This design comes from an exercise in tuning for small area, a short achievable clock period and few clock cycles per item on the open sky130 flow, not from production work. Only simulation tests tie the RTL to the original design; equivalence was not proved. Power is estimated from default activity; no workload was simulated.

run A:
## write_ring_offset_lookup_core
module write_ring_offset_lookup_core #(
   parameter int SLOTS       = wrol_pkg::DEF_SLOTS,
   parameter int LENGTH_BITS = wrol_pkg::DEF_LENGTH_BITS
) (
   input  wire logic                            clock,
   input  wire logic                            reset,
   input  wire logic                            req_tvalid,
   output      logic                            req_tready,
   input  wire logic                            req_tuser,
   input  wire logic [wrol_pkg::REQ_DATA_W-1:0] req_tdata,
   output      logic                            rsp_tvalid,
   input  wire logic                            rsp_tready,
   output      logic                            rsp_tuser,
   output      logic [wrol_pkg::RSP_DATA_W-1:0] rsp_tdata
);
   localparam int HW = wrol_pkg::HANDLE_W;
   localparam int SW = wrol_pkg::SUM_W;
   localparam int LW = wrol_pkg::OUT_LEN_W;
   logic                shift;
   logic [SLOTS-1:0]    valid;
   logic [SLOTS*HW-1:0] handles;
   logic [SLOTS*SW-1:0] sums;
   logic [SW-1:0]       base;
   logic [3:0]          wr_slot_ff;
   logic b_v_ff, c_v_ff, d_v_ff, o_v_ff;
   logic b_free, c_free, d_free, o_free;
   logic          s_v_ff;
   logic          s_lookup_ff;
   logic [LW-1:0] s_len_ff;
   logic [HW-1:0] s_handle_ff;
   logic          take;
   logic          in_v;
   logic          in_lookup;
   logic [LW-1:0] in_len;       
   logic [HW-1:0] in_handle;    
   logic          b_lookup_ff;
   logic [SW-1:0] b_sum_ff;
   logic [HW-1:0] b_handle_ff;
   logic             c_lookup_ff;
   logic [SLOTS-1:0] c_hv_ff;       
   logic [LW-1:0]    c_x_ff;        
   logic [HW-1:0]    c_evh_ff;      
   logic             c_ev_ff;       
   logic          d_lookup_ff;
   logic          d_found_ff;       
   logic [3:0]    d_slot_ff;
  ...
make LEC_CHECK=0 CAP_MARGIN=10 CORE_MARGIN=2 CORE_UTILIZATION=40 CTS_BUF_LIST=sky130_fd_sc_hd__clkbuf_4 SETUP_SLACK_MARGIN=2.9 SLEW_MARGIN=10 finish   # period 6.0 ns
run.sh (not shown) runs the stock make flow with config.mk's settings and CLKGATE_MAP_FILE= SYNTH_SCRIPT=/design/flow/synth_recipe.tcl, a recipe that flattens the netlist after the stock synthesis.
Testbench counts of run A, summed over its fixed seeds: cycles 8,032, items 8,000.
For run B, these inputs were changed with respect to run A:
Settings: SLEW_MARGIN changed from 10 to 20; CAP_MARGIN changed from 10 to 20; ABC_AREA newly set to 1.
Results
Run B went all the way through the flow, and no timing, DRC or antenna check failed.
Lower number of antenna diodes goes to run A over run B.
Going from run A to run B, total global-route track usage down 0.87 points, first-pass GRT wire length up 13000 microns, register-to-register slack up 110 ps.
Run A → run B: final standard cell utilization of the core now smaller, clock skew went down 3.0 ps, clock buffer and inverter area fraction after layout about even.
Comparing run A and run B, the lower met1 track utilization from global routing was measured on run B.
Inputs modified between run B and run C:
Settings: SETUP_SLACK_MARGIN: 2.9 -> 3.0; ABC_AREA: 1 -> unset.
--- outcome ---
In the reports for run C and run B, the larger post-layout instance area belongs to run B. Relative to run B, fraction of the mapped netlist area in compound gates has gone up in run C. Compared with run B, run C shows a power that is about 3% lower. Delta (run C minus run B): core utilization +2.0 points, ratio of routed vias to standard cells +11%, share of the clock period used by the worst path -0.33 points. Run C vs run B, leading cell type in the layout, fill and taps excluded: sky130_fd_sc_hd__edfxtp_1 vs sky130_fd_sc_hd__nand2_1. The run showing the smaller maximum vdd ir drop is run C. [compare] base=run B new=run C: layout overhead on the synthesized area climbed 4.8 points, count of clock-buffer cells in the layout dropped about 1.6%. Higher number of instances in the synthesized netlist goes to run B over run C.
## Diff of input files: run D against run C
Settings: CORE_UTILIZATION: 40 -> 60; SETUP_SLACK_MARGIN: 3.0 -> 2.9.
--- outcome ---
Switching share of total power came out lower on run D than on run C.
Between run C and run D, the delay of the slowest cell on the worst path is higher for run C.
The timing endpoint of the critical path comes out b_sum_ff[14]$_DFFE_PP_ in one run and c_hv_ff[4]$_DFFE_PP_ in the other, namely in run D and run C respectively.
Re setup slack of the critical path after layout: run C was higher than run D.

--- another note on this design; it stands on its own ---

Design write_ring_offset_lookup_core, start of the top module:
module write_ring_offset_lookup_core #(
   parameter int SLOTS       = wrol_pkg::DEF_SLOTS,
   parameter int LENGTH_BITS = wrol_pkg::DEF_LENGTH_BITS
) (
   input  wire logic                            clock,
   input  wire logic                            reset,
   input  wire logic                            req_tvalid,
   output      logic                            req_tready,
   input  wire logic                            req_tuser,
   input  wire logic [wrol_pkg::REQ_DATA_W-1:0] req_tdata,
   output      logic                            rsp_tvalid,
   input  wire logic                            rsp_tready,
   output      logic                            rsp_tuser,
   output      logic [wrol_pkg::RSP_DATA_W-1:0] rsp_tdata
);
Size: roughly 4400 cells after synthesis, ~1400 flip-flops, roughly 200 I/O pins.
Settings: LEC_CHECK=0, CAP_MARGIN=20, CORE_MARGIN=2, CORE_UTILIZATION=40, CTS_BUF_LIST=sky130_fd_sc_hd__clkbuf_4, SETUP_SLACK_MARGIN=2.9, SLEW_MARGIN=20, TNS_END_PERCENT=10; clock period 6.0 ns.
run.sh (not shown) runs the stock make flow with config.mk's settings and CLKGATE_MAP_FILE= SYNTH_SCRIPT=/design/flow/synth_recipe.tcl, a recipe that flattens the netlist after the stock synthesis.
The first run went through all stages and came out clean.
Testbench counts at the start, summed over its fixed seeds: cycles 8,032, items 8,000.
Rerun with:
- GPL_ROUTABILITY_DRIVEN: default -> 0
- GPL_TIMING_DRIVEN: default -> 0
- TNS_END_PERCENT: 10 -> default
Result: The changed run produced a clean layout. Wire length came out higher by a little under a tenth. Register-to-register slack gets worse by 70 ps. Via count rises by a few percent. Cell count grows by a few percent. Worst setup slack got worse by 79 ps. Power increases by a few percent.
Rerun with:
- GPL_ROUTABILITY_DRIVEN: 0 -> default
- GPL_TIMING_DRIVEN: 0 -> default
After rerunning:
- sequential power is about the same
- setup slack gains 240 ps
- via count falls by a few percent
Rerun with:
- ABC_CLOCK_PERIOD_IN_PS: default -> 3200
After rerunning: Sequential share of layout area stays the same; routed wire length stays the same; register-to-register slack hardly moves; combinational power is about the same; flip-flop and latch count stays the same; worst hold slack is unchanged; via count is unchanged; synthesized cell count stays the same; power does not change; clock skew does not change; worst setup slack does not change.
Rerun with:
- ABC_CLOCK_PERIOD_IN_PS: 3200 -> 2000
What happened: The changed run produced a clean layout. Register-to-register slack hardly moves. Core utilization stays the same. Flip-flop and latch count is unchanged. Design area does not change. Cell count does not change. Setup slack stays the same. Count of clock-buffer cells in the layout does not change. Global-route usage is unchanged.

[separate check: timing with driven ports]
The flow's constraints put no driver on any port. The routed layouts listed below were extracted and timed again, unchanged, in two steps. Step 1: set_driving_cell puts a clkbuf_16 on clock and a buf_2 on each other input, an assumption about the parent block. Step 2, shift: input delay + t, output delay - t, t = (earliest + latest rising clock arrival at the registers) / 2. This alone moves slack from input paths to output paths. a / b / c = ideal ports / drivers / drivers and shift; a / b = the first two.
| run | t (ns) | setup slack, ns | slew at the worst register clock pin (ns) |
|---|---|---|---|
| run A | 1.323 | 2.743 / 2.756 / 1.470 | 0.08 / 0.08 |
| run B | 1.365 | 2.791 / 2.714 / 1.670 | 0.08 / 0.08 |
| run C | 1.333 | 2.810 / 2.744 / 1.605 | 0.08 / 0.08 |
| run D | 1.240 | 2.790 / 2.801 / 1.596 | 0.08 / 0.08 |
| the first run of note 2 | 1.371 | 2.658 / 2.658 / 1.525 | 0.08 / 0.08 |
| the second run of note 2 | 1.380 | 2.578 / 2.501 / 1.393 | 0.09 / 0.09 |
| the third run of note 2 | 1.332 | 2.820 / 2.743 / 1.621 | 0.08 / 0.08 |
| the fourth run of note 2 | 1.332 | 2.820 / 2.743 / 1.621 | 0.08 / 0.08 |
| the fifth run of note 2 | 1.332 | 2.820 / 2.743 / 1.621 | 0.08 / 0.08 |
After both steps every run listed still meets setup and hold. For run A, which loses most, drivers alone change the setup slack by +0.013 ns; drivers and shift together by -1.273 ns.
